Context: an optimization exercise on an open-source flow, tuned for small area. The choices shown serve that exercise and are no tape-out recipe. The RTL was checked by simulation tests, not by an equivalence proof against the original design. Power and IR drop assume default switching activity.

==> flow/design.v (outline; a module is shown in full before it is edited, if it fits) <==
// module dm_nor2: 3 lines
// module dm_nand2: 3 lines
// module dm_nand3: 3 lines
// module dm_nand4: 3 lines
// module dm_oa31: 3 lines
// module dm_aoi222: 4 lines
// module data_mem_256x8: 2246 lines
module data_mem_256x8 #(
    parameter int AW = 8,
    parameter int DW = 8
) (
    input  logic          CLK,
    input  logic          reset_i,
    input  logic [AW-1:0] DataAddress,
    input  logic          ReadMem,
    input  logic          WriteMem,
    input  logic [DW-1:0] DataIn,
    output logic [DW-1:0] DataOut
);
  // ...
==> flow/run.sh <==
#!/bin/bash
# synth_recipe.tcl (not shown) runs the flow's synth.tcl, then flattens the netlist and writes it again
# the make line also repeats each setting of config.mk as NAME=value (left out here)
make -C /OpenROAD-flow-scripts/flow DESIGN_CONFIG=/design/flow/config.mk WORK_HOME=/design/flow/orfs CLKGATE_MAP_FILE= SYNTH_SCRIPT=/design/flow/synth_recipe.tcl finish
==> flow/config.mk <==
export PLATFORM = sky130hd
export DESIGN_NAME = data_mem_256x8
export DESIGN_NICKNAME = data_mem_256x8
export VERILOG_FILES = /design/flow/design.v
export SDC_FILE = /design/flow/constraint.sdc
export NUM_CORES = 4
export LEC_CHECK = 0
export CAP_MARGIN = 20
export CORE_MARGIN = 2
export CORE_UTILIZATION = 60
export CTS_BUF_LIST = sky130_fd_sc_hd__clkbuf_8
export CTS_CLUSTER_DIAMETER = 60
export CTS_CLUSTER_SIZE = 16
export SLEW_MARGIN = 20
export SYNTH_HIERARCHICAL = 1
export SYNTH_MINIMUM_KEEP_SIZE = 0
==> flow/constraint.sdc <==
create_clock -name core_clock -period 10.0 [get_ports {CLK}]
set_input_delay 2.0000 -clock core_clock [delete_from_list [all_inputs] [get_ports {CLK}]]
set_output_delay 2.0000 -clock core_clock [all_outputs]
set_load 0.01 [all_outputs]
==> impl_results.md, run 1 <==
- Status: no timing/DRC/antenna violations
- NonClk Buf Share: 0.0132
- Critical Path Start Type: input pin
- Root buf cell: clkbuf_8
- Clock-pin slew on the worst setup and hold paths: roughly 90 ps
- Sw Pwr: between 2000 and 3000 uW
- Comb power frac: 0.030
- LEAKAGE: about 0.023 uW
- Area occupied by multi-input gates: approximately 0.012 mm^2
- Drt via density: roughly 7.5
- Top Family by Delay on Critical Path: buffers and inverters
- WL final: a little under 200,000 um
- P&R area growth vs syn: 8.22%
- Sw Ratio: 0.207
- Largest family of logic cells by synthesized area: compound AO/OA/AOI/OAI gates
- Synth Area in Simple Gates: 0.0609
- Fin nets: slightly below 4,000
- DR top layer: met5
- Antenna diodes: 3
- Largest net degree at the start of global routing: ~160
- P_comb: about 420 uW
- Crit end category: primary output
- Final WS setup: about 910 ps
- GP Congestion: approximately 0.93
- Post-route ant nets: 0
- PortBufs: 27
- Top cells by area, synth: edfxtp_1 (84%), a222oi_1 (9.3%), nor2_1 (1.8%), nand4_1 (1.6%), nor3_1 (1.4%)
- Met1 usage in global routing: 0.458
- Setup violators final: 0
- Fraction of layout cells with a size suffix above 1: 0.131
- DRT met1 WL: around 76,000 um
- Non-clock buffers: about 120
==> run 2: changes to the inputs <==
==> flow/config.mk (replaced) <==
export PLATFORM = sky130hd
export DESIGN_NAME = data_mem_256x8
export DESIGN_NICKNAME = data_mem_256x8
export VERILOG_FILES = /design/flow/design.v
export SDC_FILE = /design/flow/constraint.sdc
export NUM_CORES = 4
export LEC_CHECK = 0
export CAP_MARGIN = 10
export CORE_MARGIN = 2
export CORE_UTILIZATION = 80
export CTS_BUF_LIST = sky130_fd_sc_hd__clkbuf_8
export CTS_CLUSTER_DIAMETER = 60
export CTS_CLUSTER_SIZE = 16
export SLEW_MARGIN = 10
export SYNTH_HIERARCHICAL = 1
export SYNTH_MINIMUM_KEEP_SIZE = 0
==> impl_results.md, run 2 <==
- Util after Layout: 0.851
- Initial Util: 0.803
- Internal power: ~11,000 uW
- PortBufs: 27 (unchanged)
- Clock-pin slew on the worst setup and hold paths: 90 ps (about the same)
- Area occupied by multi-input gates: 0.0116 mm^2 (-5.9%)
- Synth cell types: 24
- Via count: about 43,000
- Place WS: ~940 ps
- Total GRT Usage: 0.401
- Clock share of power: 0.279
- Minimum hold slack: ~1700 ps
- Setup TNS: 0 ps
- Yosys warns: 7
- Max_slew headroom: 0.132
- Post-CTS Setup Bufs: 0
- Register area: 0.0615 mm^2
- First DRT Iteration DRCs: approximately 12,000
- Req. time, crit path: 8000 ps
- WL final: 187,000 um (-5.1%)
- Critical path type: in2out
- DIE AREA: 0.0941 mm^2
- Synth top area share: 0.839
- Wirelength per Cell: approximately 37 um
- IO Pins: 28
- FMAX: around 0.11 GHz
- GRT overflow: 0
- Final WS setup: 693 ps (-219 ps)
- Largest net degree at the start of global routing: 125 (-24%)
- Drt via density: 8.46 (+12%)
- Status: no timing/DRC/antenna violations
- Most common cell after layout, fill and taps aside: edfxtp_1
- P&R area growth vs syn: 5.98%
- Post-route cell area: between 0.07 and 0.08 mm^2
- Post-synth EDFFs: roughly 2,000
- Sequential area share after synthesis: 0.839
- Seq cells post-synth: a little over 2,000
- Reg power frac: 0.692
- Sink Count: a little over 2,000
- Fraction of layout cells with a size suffix above 1: 0.0906 (-0.0408)
- Synth Area in Adders: 0
- Top post-synthesis cells by count: edfxtp_1 (2,048), a222oi_1 (680), nor2_1 (344), nor3_1 (204), nand4_1 (185)
- CTS Buf Count: 146
- Fin. max-slew vios: 0
- DRC Markers: 0
- Largest family of logic cells by synthesized area: compound AO/OA/AOI/OAI gates
- Row count: 111
- Share of synthesized registers carrying an async set or reset: 0
- Worst min-delay path class: in2reg
- LEAKAGE: 0.0225 uW (-0.95%)
- Max reg flops: about 2,000
- Critical Path Start Type: input pin
- Post-CTS Hold Buffers: 0
- CTS Buffer Depth: 3
- RSZ-0062 raised after global routing: no
- MaxCap Viol Count: 0
- Largest register by flop count: my_memory
- Synth Area in Simple Gates: 0.0609 (unchanged)
- GP Congestion: 0.928 (+0.25%)
- Hold Violations, Final: 0
- Sw Pwr: 2740 uW (-4.5%)
- First-pass GRT wire length: between 200,000 and 300,000 um
- CTS tree: built
- Largest area contributor in the netlist: edfxtp_1
- Worst Tran Pin Value: approximately 1300 ps
- Sw Ratio: 0.201 (-0.00599)
- Post-CTS sizing: 0
- Post-DP Area: 0.0753 mm^2
- Most frequent cells in the layout: edfxtp_1 (2,048), a222oi_1 (680), nor2_1 (344)
- Top cells by area, synth: edfxtp_1 (84%), a222oi_1 (9.3%), nor2_1 (1.8%), nand4_1 (1.6%), nor3_1 (1.4%)
- Dpl hpwl: roughly 110,000 um
- Crit end category: primary output
- Vias in the first global route: roughly 40,000
- Syn Inst Count: 3,674
- Root buf cell: clkbuf_8
- Fin crit share: 0.931
- Setup violators final: 0 (unchanged)
- Mapped Nets: ~3,700
- Crit path arrival time: about 7300 ps
- Comb power frac: 0.029 (about the same)
- Mapped cell area: about 0.073 mm^2
- Initial antenna violation count: 9
- TritonRoute pass-1 iters: 14
- CP Max Fanout: 21
- Max IR drop VDD: approximately 0.19 mV
- XOR/XNOR share of the synthesized area: 0
- Post-route ant nets: 0 (unchanged)
- Die width: between 300 and 400 um
- Filler cells: roughly 3,800
- Fin nets: 3,859 (-0.34%)
- Fin crit period: 9310 ps
- Die Ht: just over 300 um
- Pwr Density: between 150 and 200 mW/mm^2
- Most common cell in the netlist: edfxtp_1
- Top flop regs: my_memory (2048)
- Most used flip-flop cell after synthesis: edfxtp_1
- Mean area per synthesized cell: roughly 20 um^2
- # H-tree levels: 4
- Core Footprint: between 0.09 and 0.1 mm^2
- Mux cell area share after synthesis: 0
- Post-synthesis compound-gate area fraction: 0.0938
[run 2: cell types whose count changed in the layout (fill, tap and decap cells not counted), moves of 3 or more]
cell        previous run  this run
buf_4                 73        67
clkbuf_8             167       161
clkinvlp_4             7         4
nor3_2               222        82
buf_12                 8         2
clkinv_1               7         1
buf_2                  5         9
nor3_1                34       174
diode_2                3         6
inv_1                  9         1
[run 2: critical path, cell delays in order]
cell and delay [ps]:
clkdlybuf4s50_1 1190, or4b_1 730, buf_4 430, nor2_1 240, a222oi_1 630, nand4_1 400, nor2_1 520, nand4_1 170
o31a_1 430, clkdlybuf4s50_1 530
[run 2: routing by layer]
metal,vias to the layer above,global-route usage,part of all wire
met5,-,0,0.00028
met4,8,0.165,0.046
met3,551,0.112,0.17
met2,4297,0.600,0.46
met1,20926,0.576,0.33
li1,16887,-,-
[run 2: layout make-up]
class                           count  share of cell area
Antenna cell                        6            0.000193
Clock buffer                      153              0.0271
Clock inverter                     10             0.00106
Multi-Input combinational cell   1535               0.149
Sequential cell                  2048               0.792
Tap cell                         1186              0.0191
Timing Repair Buffer              108              0.0116
[run 2: worst paths after layout]
kind            from                     endpoint  slack [ps]  cells past startpoint
max   DataAddress[4]                   DataOut[6]         690                     10
min        DataIn[4]  my_memory[248][4]$_DFFE_PP_        1710                      1
[run 2: cell families (layout without fill, tap and decap cells)]
group                  after synthesis  count (layout)
and+or+nand+nor                    847             847
AOI/OAI and AO/OA                  688             688
DFF                               2048            2048
buffers and inverters               91             271
other                                0               6
[run 2: Yosys stat by module (local to each module, per instance)]
module | cell area (um^2) | flip-flops and latches
data_mem_256x8 | 63900 | 2048
dm_aoi222 | 10.0 | 0
dm_nand2 | 3.75 | 0
dm_nand3 | 5.00 | 0
dm_nand4 | 6.26 | 0
dm_nor2 | 3.75 | 0
dm_oa31 | 8.76 | 0
[run 2: metrics by stage]
| stage | std cells | total power (uW) |
|---|---|---|
| final | 5046 | 13600 |
| after global routing | 5042 | 13900 |
| after CTS | 5028 | 13600 |
| after detailed placement | 4865 | 10000 |
| after global placement | 4865 | 10000 |
| after floorplan | 3674 | 9740 |
[run 2: power groups by stage]
stage	logic (uW)	registers, uW	clock network, uW
floorplan	98.8	9640	0
global route	399	9440	4060
finish	394	9440	3800
CTS	376	9440	3790
global placement	361	9640	0
detailed placement	377	9640	0
==> run 3: changes to the inputs <==
==> flow/config.mk (replaced) <==
export PLATFORM = sky130hd
export DESIGN_NAME = data_mem_256x8
export DESIGN_NICKNAME = data_mem_256x8
export VERILOG_FILES = /design/flow/design.v
export SDC_FILE = /design/flow/constraint.sdc
export NUM_CORES = 4
export LEC_CHECK = 0
export CAP_MARGIN = 20
export CORE_MARGIN = 2
export CORE_UTILIZATION = 60
export CTS_BUF_LIST = sky130_fd_sc_hd__clkbuf_16
export CTS_CLUSTER_DIAMETER = 80
export CTS_CLUSTER_SIZE = 24
export SLEW_MARGIN = 20
export SYNTH_HIERARCHICAL = 1
export SYNTH_MINIMUM_KEEP_SIZE = 0
==> impl_results.md, run 3 <==
- Most frequent cells in the layout: edfxtp_1 (2,048), a222oi_1 (680), nor2_1 (344)
- Setup violators final: 0 (unchanged)
- Worst Hold End: my_memory[197][4]$_DFFE_PP_
- Crit path arrival time: 7090 ps (-220 ps)
- MaxCap Viol Count: 0 (unchanged)
- Synth cell types: 24 (unchanged)
- Setup TNS: 0 ps (unchanged)
- Sequential area share after synthesis: 0.839 (unchanged)
- Slowest stage delay, CP: 1050 ps (-140 ps)
- Core Footprint: 0.122 mm^2 (+33%)
- Clock share of power: 0.303 (+0.024)
- Wirelength per Cell: 36.2 um (-2.5%)
- Fin crit share: 0.909 (-0.0219)
- Top cells by area, synth: edfxtp_1 (84%), a222oi_1 (9.3%), nor2_1 (1.8%), nand4_1 (1.6%), nor3_1 (1.4%)
- Critical path type: in2out
- Sw Pwr: 2830 uW (+3.6%)
- Fraction of layout cells with a size suffix above 1: 0.118 (+0.0276)
- Post-CTS sizing: 0 (unchanged)
- Post-DP Area: 0.0761 mm^2 (+1.1%)
- Worst Tran Pin Value: 1220 ps (-76.0 ps)
- Largest net degree at the start of global routing: 164 (+31%)
- Mapped cell area: 0.0733 mm^2 (unchanged)
- Reg power frac: 0.667 (-0.025)
- Root buf cell: clkbuf_16
- GRT overflow: 0 (unchanged)
- CTS Buf Count: 97 (-34%)
- DIE AREA: 0.125 mm^2 (+33%)
- Drt via density: 7.60 (-10%)
- Yosys warns: 7 (unchanged)
- Clock-pin slew on the worst setup and hold paths: 90 ps (about the same)
- Fin crit period: 9090 ps (-219 ps)
- P&R area growth vs syn: 8.48%
- CTS Buffer Depth: 3 (unchanged)
- First DRT Iteration DRCs: 9,218 (-22%)
- FMAX: 0.110 GHz (+2.4%)
- Die Ht: 354 um (+15%)
- TritonRoute pass-1 iters: 10 (-4)
- LEAKAGE: 0.0227 uW (+0.99%)
- IO Pins: 28 (unchanged)
- GP Congestion: 0.926 (-0.25%)
- Top post-synthesis cells by count: edfxtp_1 (2,048), a222oi_1 (680), nor2_1 (344), nor3_1 (204), nand4_1 (185)
- Start point of the worst hold path: DataIn[4]
- Via count: 41,292 (-3.2%)
- Fin. max-slew vios: 0 (unchanged)
- Minimum hold slack: 1830 ps (+122 ps)
- Die width: 354 um (+15%)
- Mapped Nets: 3,694 (unchanged)
- Req. time, crit path: 8000 ps (about the same)
- Vias in the first global route: 39,064 (-2.8%)
- Seq cells post-synth: 2,048 (unchanged)
- Worst min-delay path class: in2reg
- CP max stage cell: clkdlybuf4s50_1
- Hold Violations, Final: 0 (unchanged)
- Sequence of cells on the critical path: clkdlybuf4s50_1, or4b_2, buf_4, nor2_1, a222oi_1, nand4_1, nor2_1, nand3_1, o31a_1, clkdlybuf4s50_1
- Hold path depth: 1 (unchanged)
- Initial Util: 0.603 (-0.200)
- Largest area contributor in the netlist: edfxtp_1
- Internal power: 11,300 uW (+3.8%)
- Most common cell in the netlist: edfxtp_1
- Synth top area share: 0.839 (unchanged)
- Post-route cell area: 0.0795 mm^2 (+2.4%)
- Sink Count: 2,048 (unchanged)
- Pwr Density: 178 mW/mm^2 (+1.4%)
- Top flop regs: my_memory (2048)
- Status: no timing/DRC/antenna violations
- CP Max Fanout: 22 (+4.8%)
- Fin nets: 3,815 (-1.1%)
- Sw Ratio: 0.200 (-0.000283)
- Most common cell after layout, fill and taps aside: edfxtp_1
- Initial antenna violation count: 3 (-6)
- Largest register by flop count: my_memory
- Pwr Total: 14,200 uW (+3.8%)
- Share of synthesized registers carrying an async set or reset: 0 (unchanged)
- Syn Inst Count: 3,674 (unchanged)
- Post-synth EDFFs: 2,048 (unchanged)
- Most used flip-flop cell after synthesis: edfxtp_1
- Post-CTS Setup Bufs: 0 (unchanged)
- WL final: 197,000 um (+5.0%)
- First-pass GRT wire length: 280,000 um (+4.0%)
- Max_slew headroom: 0.189 (+0.0573)
- Max IR drop VDD: 0.159 mV (-15%)
- RSZ-0062 raised after global routing: no
- PortBufs: 27 (unchanged)
- DRC Markers: 0 (unchanged)
- Dpl hpwl: 120,000 um (+5.6%)
- # H-tree levels: 3 (-1)
- Fin cells: 5,436 (+7.7%)
- Post-CTS Hold Buffers: 0 (unchanged)
- Max reg flops: 2,048 (unchanged)
- Total GRT Usage: 0.310 (-0.0905)
- Comb power frac: 0.030 (about the same)
- Critical Path Start Type: input pin
- Crit end category: primary output
- CTS tree: built
- Mean area per synthesized cell: 20.0 um^2 (unchanged)
- Placed cell count: 5,318 (+9.3%)
- Post-route ant nets: 0 (unchanged)
- Row count: 128 (+15%)
## run 3: worst max-delay path by stage
| stage | from | end | slack [ps] | depth (start not counted) |
|---|---|---|---|---|
| after floorplan | DataAddress[7] | DataOut[0] | 3730 | 9 |
| after global placement | DataAddress[1] | DataOut[4] | 1110 | 10 |
| after detailed placement | DataAddress[1] | DataOut[4] | 1060 | 10 |
| after CTS | DataAddress[1] | DataOut[4] | 1050 | 10 |
| after global routing | DataAddress[1] | DataOut[4] | 800 | 10 |
| final | DataAddress[1] | DataOut[1] | 910 | 10 |
## run 3: critical path: cells and delay by family
family | cells | cell delay [ps]
buf+inv | 3 | 2160
simple gates | 5 | 1970
compound gates | 2 | 890
## run 3: per-module statistics from Yosys, one instance, submodules excluded
module          copies in the design  cells inside  area (um^2)
dm_nand3                           8             1         5.00
dm_aoi222                        680             1         10.0
dm_nor2                          344             1         3.75
dm_nand2                          16             1         3.75
data_mem_256x8                     1          2434        63900
dm_nand4                         184             1         6.26
dm_oa31                            8             1         8.76
## run 3: area by class of cell
cell class	count	area [um^2]
sequential	2048	61500
fill	8049	42000
multi-input combinational	1535	12300
clock buffer	99	2480
tap	1625	2030
timing repair buffer	113	1030
clock inverter	15	138
antenna	1	2.50
## run 3: per-layer routing
layer / track usage / wire length [um]
met1: 0.458 / 76000
met2: 0.480 / 91900
met3: 0.0532 / 21900
met4: 0.0997 / 6780
met5: 0 / 46
## run 3: kinds of logic (layout without fill, tap and decap cells)
kind of cell	after synthesis	count (layout)	share of synthesized area
AND/OR/NAND/NOR	847	847	0.0609
buffers and inverters	91	227	0.00638
flip-flops	2048	2048	0.839
AO/OA/AOI/OAI	688	688	0.0938
other	0	1	0
## run 3: stage by stage
step            util  setup WS, ps
6_report       0.654           912
4_1_cts        0.648          1050
3_3_place_gp   0.625          1110
5_1_grt        0.654           805
2_1_floorplan      -          3730
3_5_place_dp   0.626          1060
## run 3: power groups by stage
| stage | logic [uW] | registers, uW | clock network [uW] |
|---|---|---|---|
| after floorplan | 98.8 | 9640 | 0 |
| after global placement | 392 | 9640 | 0 |
| after detailed placement | 406 | 9640 | 0 |
| after CTS | 405 | 9440 | 4350 |
| after global routing | 433 | 9440 | 4620 |
| final | 418 | 9440 | 4290 |
==> run 4: changes to the inputs <==
==> flow/flow/run.sh (new file) <==
#!/bin/bash
# The standard layout (standard.sh: the ORFS flow, unchanged synthesis), with one change:
# clock tree synthesis without dummy loads, on small clock buffers and small sink clusters.
# All of ORFS's output goes to standard_flow.log here; each step's own log is under orfs/logs.
set -euo pipefail
bash standard.sh \
  "CTS_ARGS=-sink_clustering_enable -repair_clock_nets -dont_use_dummy_load -buf_list sky130_fd_sc_hd__clkbuf_4 -sink_clustering_size 10 -sink_clustering_max_diameter 40" \
  finish > standard_flow.log 2>&1
==> flow/standard.sh (new file) <==
#!/bin/bash
# synth_recipe.tcl (not shown) runs the flow's synth.tcl, then flattens the netlist and writes it again
# the make line also repeats each setting of config.mk as NAME=value (left out here)
make -C /OpenROAD-flow-scripts/flow DESIGN_CONFIG=/design/flow/config.mk WORK_HOME=/design/flow/orfs CLKGATE_MAP_FILE= SYNTH_SCRIPT=/design/flow/synth_recipe.tcl "${@:-finish}"
==> flow/config.mk (replaced) <==
export PLATFORM = sky130hd
export DESIGN_NAME = data_mem_256x8
export DESIGN_NICKNAME = data_mem_256x8
export VERILOG_FILES = /design/flow/design.v
export SDC_FILE = /design/flow/constraint.sdc
export NUM_CORES = 4
export LEC_CHECK = 0
export CAP_MARGIN = 10
export CORE_MARGIN = 2
export CORE_UTILIZATION = 80
export CTS_BUF_LIST = sky130_fd_sc_hd__clkbuf_4
export CTS_CLUSTER_DIAMETER = 40
export CTS_CLUSTER_SIZE = 10
export SLEW_MARGIN = 10
export SYNTH_HIERARCHICAL = 1
export SYNTH_MINIMUM_KEEP_SIZE = 0
removed: flow/run.sh
==> impl_results.md, run 4 <==
- Sw Pwr: 2730 uW (-3.6%)
- Critical path type: in2out
- Internal power: 10,500 uW (-6.9%)
- Mapped Nets: 3,694 (unchanged)
- LEAKAGE: 0.0224 uW (-1.2%)
- FMAX: 0.107 GHz (-2.4%)
- Worst Setup SP: DataAddress[1]
- Pwr Density: 172 mW/mm^2 (-3.5%)
- Sink Count: 2,048 (unchanged)
- Mapped cell area: 0.0733 mm^2 (unchanged)
- Fin crit period: 9310 ps (+226 ps)
- TritonRoute pass-1 iters: 15 (+5)
- Register area: 0.0615 mm^2 (unchanged)
- Setup violators final: 0 (unchanged)
- Worst Tran Pin Value: 1330 ps (+116 ps)
- Clock-pin slew on the worst setup and hold paths: 100 ps (about the same)
- Hold Violations, Final: 0 (unchanged)
- Max_slew headroom: 0.105 (-0.0844)
- Fin. max-slew vios: 0 (unchanged)
- RSZ-0062 raised after global routing: no
- Post-CTS Hold Buffers: 0 (unchanged)
- Root buf cell: clkbuf_4
- Mean area per synthesized cell: 20.0 um^2 (unchanged)
- Fraction of layout cells with a size suffix above 1: 0.106 (-0.0121)
- Drt via density: 8.42 (+11%)
- Crit end category: primary output
- Req. time, crit path: 8000 ps (about the same)
- PortBufs: 27 (unchanged)
- Initial Util: 0.803 (+0.200)
- Vias in the first global route: 40,550 (+3.8%)
- Critical Path Start Type: input pin
- Syn Inst Count: 3,674 (unchanged)
- MaxCap Viol Count: 0 (unchanged)
- Fin crit share: 0.931 (+0.0226)
- CP Max Fanout: 21 (-4.5%)
- Reg power frac: 0.712 (+0.045)
- Max IR drop VDD: 0.164 mV (+3.0%)
- Initial antenna violation count: 8 (+5)
- Most used flip-flop cell after synthesis: edfxtp_1
- Synth cell types: 24 (unchanged)
- Sw Ratio: 0.206 (+0.00564)
- Most common cell in the netlist: edfxtp_1
- Worst setup path end: DataOut[2]
- IO Pins: 28 (unchanged)
- Top post-synthesis cells by count: edfxtp_1 (2,048), a222oi_1 (680), nor2_1 (344), nor3_1 (204), nand4_1 (185)
- GRT overflow: 0 (unchanged)
- Die width: 307 um (-13%)
- First DRT Iteration DRCs: 11,150 (+21%)
- Synth top area share: 0.839 (unchanged)
- Share of synthesized registers carrying an async set or reset: 0 (unchanged)
- Sequential area share after synthesis: 0.839 (unchanged)
- WL final: 187,000 um (-4.9%)
- Largest family of logic cells by synthesized area: compound AO/OA/AOI/OAI gates
- Util after Layout: 0.846 (+0.192)
- Top cells by area, synth: edfxtp_1 (84%), a222oi_1 (9.3%), nor2_1 (1.8%), nand4_1 (1.6%), nor3_1 (1.4%)
- CTS Buf Count: 227 (+130%)
- Setup TNS: 0 ps (unchanged)
- Wirelength per Cell: 36.5 um (+1.0%)
- Largest register by flop count: my_memory
- Status: no timing/DRC/antenna violations
- Comb power frac: 0.030 (about the same)
- Minimum hold slack: 1420 ps (-413 ps)
- # H-tree levels: 4 (+1)
- Yosys warns: 7 (unchanged)
- CTS Buffer Depth: 3 (unchanged)
- DRC Markers: 0 (unchanged)
- Via count: 43,089 (+4.4%)
- Row count: 111 (-13%)
- Area occupied by multi-input gates: 0.0116 mm^2 (-6.2%)
- Dpl hpwl: 114,000 um (-5.3%)
- Die Ht: 307 um (-13%)
- Synth Area in Adders: 0 (unchanged)
- CTS tree: built
- Crit path arrival time: 7310 ps (+220 ps)
- DIE AREA: 0.0941 mm^2 (-25%)
- Most frequent cells in the layout: edfxtp_1 (2,048), a222oi_1 (680), nor2_1 (344)
- Worst min-delay path class: in2reg
- Core Footprint: 0.0912 mm^2 (-25%)
- Post-synth EDFFs: 2,048 (unchanged)
- Post-synthesis compound-gate area fraction: 0.0938 (unchanged)
- Post-route ant nets: 0 (unchanged)
- XOR/XNOR share of the synthesized area: 0 (unchanged)
- Filler cells: 3,943 (-51%)
- Clock share of power: 0.259 (-0.044)
- Largest net degree at the start of global routing: 125 (-24%)
- Most common cell after layout, fill and taps aside: edfxtp_1
- Post-CTS sizing: 0 (unchanged)
- Max reg flops: 2,048 (unchanged)
- Largest area contributor in the netlist: edfxtp_1
- First-pass GRT wire length: 270,000 um (-3.5%)
- Seq cells post-synth: 2,048 (unchanged)
- Top flop regs: my_memory (2048)
- Mux cell area share after synthesis: 0 (unchanged)
- Total GRT Usage: 0.401 (+0.0906)
- P&R area growth vs syn: 5.35%
- GP Congestion: 0.928 (+0.25%)
- Fin nets: 3,946 (+3.4%)
- Synth Area in Simple Gates: 0.0609 (unchanged)
- Post-CTS Setup Bufs: 0 (unchanged)
-- run 4: Yosys stat by module, one instance, submodules excluded --
module	cells inside	copies in the design	cell area [um^2]
dm_nand2	1	16	3.75
dm_nand4	1	184	6.26
data_mem_256x8	2434	1	63900
dm_nor2	1	344	3.75
dm_nand3	1	8	5.00
dm_oa31	1	8	8.76
dm_aoi222	1	680	10.0
-- run 4: through the flow --
step / setup slack (ps) / cell area [um^2] / power, uW / cells
floorplan: 3730 / 73300 / 9740 / 3674
global placement: 1080 / 75300 / 10000 / 4865
detailed placement: 944 / 75300 / 10000 / 4865
CTS: 929 / 77000 / 13200 / 5092
global route: 784 / 77200 / 13600 / 5115
finish: 686 / 77200 / 13300 / 5120
-- run 4: cells by family (layout without fill, tap and decap cells) --
family                 after synthesis  after routing
other                                0             10
and+or+nand+nor                    847            847
AOI/OAI and AO/OA                  688            688
DFF                               2048           2048
buffers and inverters               91            341
-- run 4: power groups by stage --
stage	combinational (uW)	sequential, uW	clock (uW)
global placement	361	9640	0
detailed placement	377	9640	0
floorplan	98.8	9640	0
finish	393	9440	3430
global route	398	9450	3720
CTS	376	9440	3430
-- run 4: cell type report --
type | instances | area share
timing repair buffer | 114 | 0.0121
multi-input combinational | 1535 | 0.150
sequential | 2048 | 0.796
tap | 1186 | 0.0192
clock buffer | 227 | 0.0221
antenna | 10 | 0.000324
-- run 4: per-layer routing --
metal	global-route usage	routed length [um]
met1	0.580	61500
met2	0.599	86400
met3	0.108	31000
met4	0.165	8170
met5	0	49
-- run 4: how the worst min path moves through the flow --
stage | cells past startpoint | slack [ps] | to | startpoint
2_1_floorplan | 0 | 2100 | my_memory[0][0]$_DFFE_PP_ | DataIn[0]
3_3_place_gp | 1 | 2610 | my_memory[244][4]$_DFFE_PP_ | DataIn[4]
3_5_place_dp | 1 | 2640 | my_memory[247][4]$_DFFE_PP_ | DataIn[4]
4_1_cts | 1 | 1360 | my_memory[243][4]$_DFFE_PP_ | DataIn[4]
5_1_grt | 1 | 1350 | my_memory[246][4]$_DFFE_PP_ | DataIn[4]
6_report | 1 | 1420 | my_memory[243][4]$_DFFE_PP_ | DataIn[4]
-- run 4: critical path, stage by stage --
cell	delay [ps]
clkdlybuf4s50_1	1030
or4b_2	1060
nor2_1	370
a222oi_1	800
nand4_1	260
nor2_1	350
nand4_1	360
o31a_1	520
clkdlybuf4s50_1	530

==> re-timing with driven ports <==
In the flow no input, the clock included, has a driving cell. The finished layouts below were timed again as built, in two steps.
Step 1 assumes that a clkbuf_16 drives the clock port and a buf_2 every other input.
Step 2 adds t to the input delays and takes it off the output delays; t is the mean of the earliest and latest rising clock arrival at the registers after step 1. Input paths then give back, and output paths get back, about the clock's delay inside the block.
Three values: no drivers, after step 1, after step 2; two values: the first two.
run	t, ns	setup slack, ns	worst setup path after step 2	cell pins on the clock port's net
run 1	0.968	0.912 / 0.883 / 0.883	input to output	1
run 2	0.933	0.693 / 0.600 / 0.600	input to output	1
run 3	0.788	0.912 / 0.883 / 0.883	input to output	1
run 4	1.228	0.686 / 0.653 / 0.653	input to output	1
After both steps every run listed still meets setup and hold. For run 2, which loses most, drivers alone change the setup slack by -0.093 ns; drivers and shift together by -0.093 ns.
